Context: an optimization exercise on an open-source flow, tuned for small area and a short achievable clock period. The choices shown serve that exercise and are no tape-out recipe.
The RTL was checked by simulation tests, not by an equivalence proof against the original design.
No activity file was given, so power comes from the tool's default toggle rates.

## yarrow
==> flow/design.v <==
module weight_stream_mem #(
   parameter int DATA_W = 8,
   parameter int ADDR_W = 8,
   parameter int LANES  = 4,
   parameter int LEN_W  = ADDR_W - $clog2(LANES) + 1
) (
   input  logic                    clk,
   input  logic                    rst,
   input  logic                    trig_w,
   input  logic [ADDR_W-1:0]       abus_w,
   input  logic [DATA_W-1:0]       dbus_w,
   input  logic                    req,
   input  logic [ADDR_W-1:0]       base,
   input  logic [LEN_W-1:0]        len,
   output logic                    ack,
   output logic                    busy,
   output logic [DATA_W*LANES-1:0] dbus_r,
   output logic                    valid,
   input  logic                    ready,
   output logic                    last,
   output logic                    done
);
   localparam int LANE_B = $clog2(LANES);
   localparam int ROWS   = (1 << ADDR_W) / LANES;
   localparam int ROW_W  = (ADDR_W > LANE_B) ? ADDR_W - LANE_B : 1;
   typedef enum logic [1:0] {
      IDLE  = 2'd0,
      RUN   = 2'd1,
      FLUSH = 2'd2
   } state_t;
   state_t                  state;
   state_t                  state_nxt;
   logic [ROW_W-1:0]        row_p0;
   logic [ROW_W-1:0]        row_inc;
   logic [ROW_W-1:0]        base_row;
   logic [ROW_W-1:0]        wr_row;
   logic [ADDR_W-1:0]       wr_bank;
   logic [LEN_W-1:0]        remain;
   logic [DATA_W*LANES-1:0] rd_p0;
   logic                    accept;
   logic                    issue;
   logic                    fin;
   assign wr_bank  = abus_w & ADDR_W'(LANES - 1);
   assign wr_row   = ROW_W'(abus_w >> LANE_B);
   assign base_row = ROW_W'(base >> LANE_B);
   assign row_inc  = (row_p0 == ROW_W'(ROWS - 1)) ? '0 : row_p0 + ROW_W'(1);
   for (genvar b = 0; b < LANES; b++) begin : g_bank
      logic [DATA_W-1:0] mem [ROWS];
      always_ff @(posedge clk) begin
         if (trig_w && (wr_bank == ADDR_W'(b))) begin
            mem[wr_row] <= dbus_w;
         end
      end
      assign rd_p0[b*DATA_W +: DATA_W] = mem[row_p0];
   end
   always_ff @(posedge clk or negedge rst) begin
      if (!rst) begin
         state <= IDLE;
      end else begin
         state <= state_nxt;
      end
   end
   always_comb begin
      state_nxt = state;
      accept    = 1'b0;
      issue     = 1'b0;
      fin       = 1'b0;
      unique case (state)
         IDLE: begin
            if (req) begin
               accept    = 1'b1;
               state_nxt = (len == '0) ? FLUSH : RUN;
            end
         end
         RUN: begin
            if (!valid || ready) begin
               issue = 1'b1;
               if (remain == LEN_W'(1)) begin
                  state_nxt = FLUSH;
               end
            end
         end
         FLUSH: begin
            if (!valid || ready) begin
               fin       = 1'b1;
               state_nxt = IDLE;
            end
         end
         default: state_nxt = IDLE;
      endcase
   end
   always_ff @(posedge clk or negedge rst) begin
      if (!rst) begin
         ack    <= 1'b0;
         busy   <= 1'b0;
         done   <= 1'b0;
         row_p0 <= '0;
         remain <= '0;
      end else begin
         ack  <= accept;
         done <= fin;
         if (accept) begin
            busy <= 1'b1;
         end else if (fin) begin
            busy <= 1'b0;
         end
         if (accept) begin
            row_p0 <= base_row;
            remain <= len;
         end else if (issue) begin
            row_p0 <= row_inc;
            remain <= remain - LEN_W'(1);
         end
      end
   end
   always_ff @(posedge clk or negedge rst) begin
      if (!rst) begin
         dbus_r <= '0;
         valid  <= 1'b0;
         last   <= 1'b0;
      end else if (issue) begin
         dbus_r <= rd_p0;
         valid  <= 1'b1;
         last   <= (remain == LEN_W'(1));
      end else if (valid && ready) begin
         valid  <= 1'b0;
         last   <= 1'b0;
      end
   end
endmodule
clock: 4.0 ns
lec_check: 0
cap_margin: 20
core_margin: 2
core_utilization: 60
cts_cluster_diameter: 70
cts_cluster_size: 25
place_density: 0.72
setup_slack_margin: 1.9
slew_margin: 20
tns_end_percent: 10
run.sh (not shown) runs the stock make flow with config.mk's settings and CLKGATE_MAP_FILE= SYNTH_SCRIPT=/design/flow/synth_recipe.tcl, a recipe that flattens the netlist after the stock synthesis.
Setup changes, yarrow to violet
Settings: SETUP_SLACK_MARGIN: 1.9 -> 1.6; TNS_END_PERCENT: 10 -> unset.
Results
The lower worst hold slack of violet and yarrow is in violet.
Changes observed in violet relative to yarrow: overall power consumption now larger; cell area has increased; maximum fanout count along the critical path picked up an extra 27.
met1 capacity usage during global routing in violet is 0.54 points higher than in yarrow

---

## sierra
// weight_stream_mem: RTL as listed in full above, without the edits since
export LEC_CHECK = 0
export CAP_MARGIN = 20
export CORE_MARGIN = 2
export CORE_UTILIZATION = 70
export CTS_CLUSTER_DIAMETER = 70
export CTS_CLUSTER_SIZE = 25
export PLACE_DENSITY = 0.8
export SETUP_SLACK_MARGIN = 1.9
export SLEW_MARGIN = 20
export TNS_END_PERCENT = 10
create_clock -name core_clock -period 4.0 [get_ports {clk}]
No stage failed in sierra, and the final checks on the layout all came back clean.
Here is what was changed in the inputs of pepper compared with sierra.
# sierra
export LEC_CHECK = 0
export CAP_MARGIN = 20
export CORE_MARGIN = 2
export CORE_UTILIZATION = 70
export CTS_CLUSTER_DIAMETER = 70
export CTS_CLUSTER_SIZE = 25
export PLACE_DENSITY = 0.8
export SETUP_SLACK_MARGIN = 1.9
export SLEW_MARGIN = 20
export TNS_END_PERCENT = 10
create_clock -name core_clock -period 4.0 [get_ports {clk}]
# pepper
export LEC_CHECK = 0
export CAP_MARGIN = 20
export CORE_MARGIN = 2
export CORE_UTILIZATION = 50
export CTS_CLUSTER_DIAMETER = 70
export CTS_CLUSTER_SIZE = 25
export SETUP_SLACK_MARGIN = 1.9
export SLEW_MARGIN = 20
create_clock -name core_clock -period 4.0 [get_ports {clk}]
pepper completed; timing, DRC and antenna clean. | worst-path maximum fanout | higher: sierra |. Changes observed in pepper relative to sierra: final worst slack went up, utilization went down, iteration-0 DRC count of the detailed router went down, aggregate routed wire length went down, max-slew headroom at the worst pin went up. Looking at fraction of power consumed by sequential logic, pepper sits 1.8 points lower than sierra does.
## Diff of input files: lagoon against pepper
# pepper
export LEC_CHECK = 0
export CAP_MARGIN = 20
export CORE_MARGIN = 2
export CORE_UTILIZATION = 50
export CTS_CLUSTER_DIAMETER = 70
export CTS_CLUSTER_SIZE = 25
export SETUP_SLACK_MARGIN = 1.9
export SLEW_MARGIN = 20
create_clock -name core_clock -period 4.0 [get_ports {clk}]
# lagoon
export LEC_CHECK = 0
export CAP_MARGIN = 20
export CORE_MARGIN = 2
export CORE_UTILIZATION = 40
export SLEW_MARGIN = 20
create_clock -name core_clock -period 4.0 [get_ports {clk}]
### Flow results
- lagoon: remaining max-slew budget at the tightest pin lower than pepper
- Of lagoon and pepper, the run reporting the higher stage delay of the slowest cell on the critical path was lagoon.
- Diff pepper -> lagoon | routed wire length | down by a few percent
- lagoon: clock latency on the worst-skew pair is 0.05 ns higher than what pepper reported.
- Comparing met2 wirelength from detailed routing for lagoon and pepper, the bigger number came from pepper.
- As of lagoon, power had fallen by a few percent compared to pepper.
- Cmp lagoon vs pepper: transition at the pin with the smallest max-transition slack higher in lagoon
- Delta(share of total power consumed by net switching, lagoon - pepper) < 0

[what the ideal ports hide]
In the flow no input, the clock included, has a driving cell. The finished layouts below were timed again as built, in two steps. Step 1 (the two cells are an assumption about what drives the block):
set clk [get_ports {clk}]
set_driving_cell -lib_cell sky130_fd_sc_hd__clkbuf_16 $clk
set_driving_cell -lib_cell sky130_fd_sc_hd__buf_2 [delete_from_list [all_inputs] $clk]
Step 2, shift: input delay + t, output delay - t, t = (earliest + latest rising clock arrival at the registers) / 2. This alone moves slack from input paths to output paths. Slacks: no drivers / after step 1 / after step 2; pairs: no drivers / after step 1.
run | t (ns) | setup slack, ns | worst hold slack (ns) | cell pins on the clock port's net
yarrow | 0.841 | 1.416 / 1.416 / 0.749 | 0.170 / 0.121 / 0.527 | 1
violet | 0.838 | 1.366 / 1.366 / 0.785 | 0.074 / 0.029 / 0.495 | 1
sierra | 0.813 | 1.278 / 1.278 / 0.610 | 0.233 / 0.194 / 0.497 | 1
pepper | 0.861 | 1.453 / 1.453 / 0.930 | 0.032 / -0.026 / 0.528 | 1
lagoon | 0.915 | 0.722 / 0.722 / 0.400 | 0.486 / 0.449 / 0.489 | 1
After both steps setup and hold are still met in every run listed. The setup slack of sierra, which loses most, moves by 0.000 ns with the drivers and by -0.668 ns with both steps.
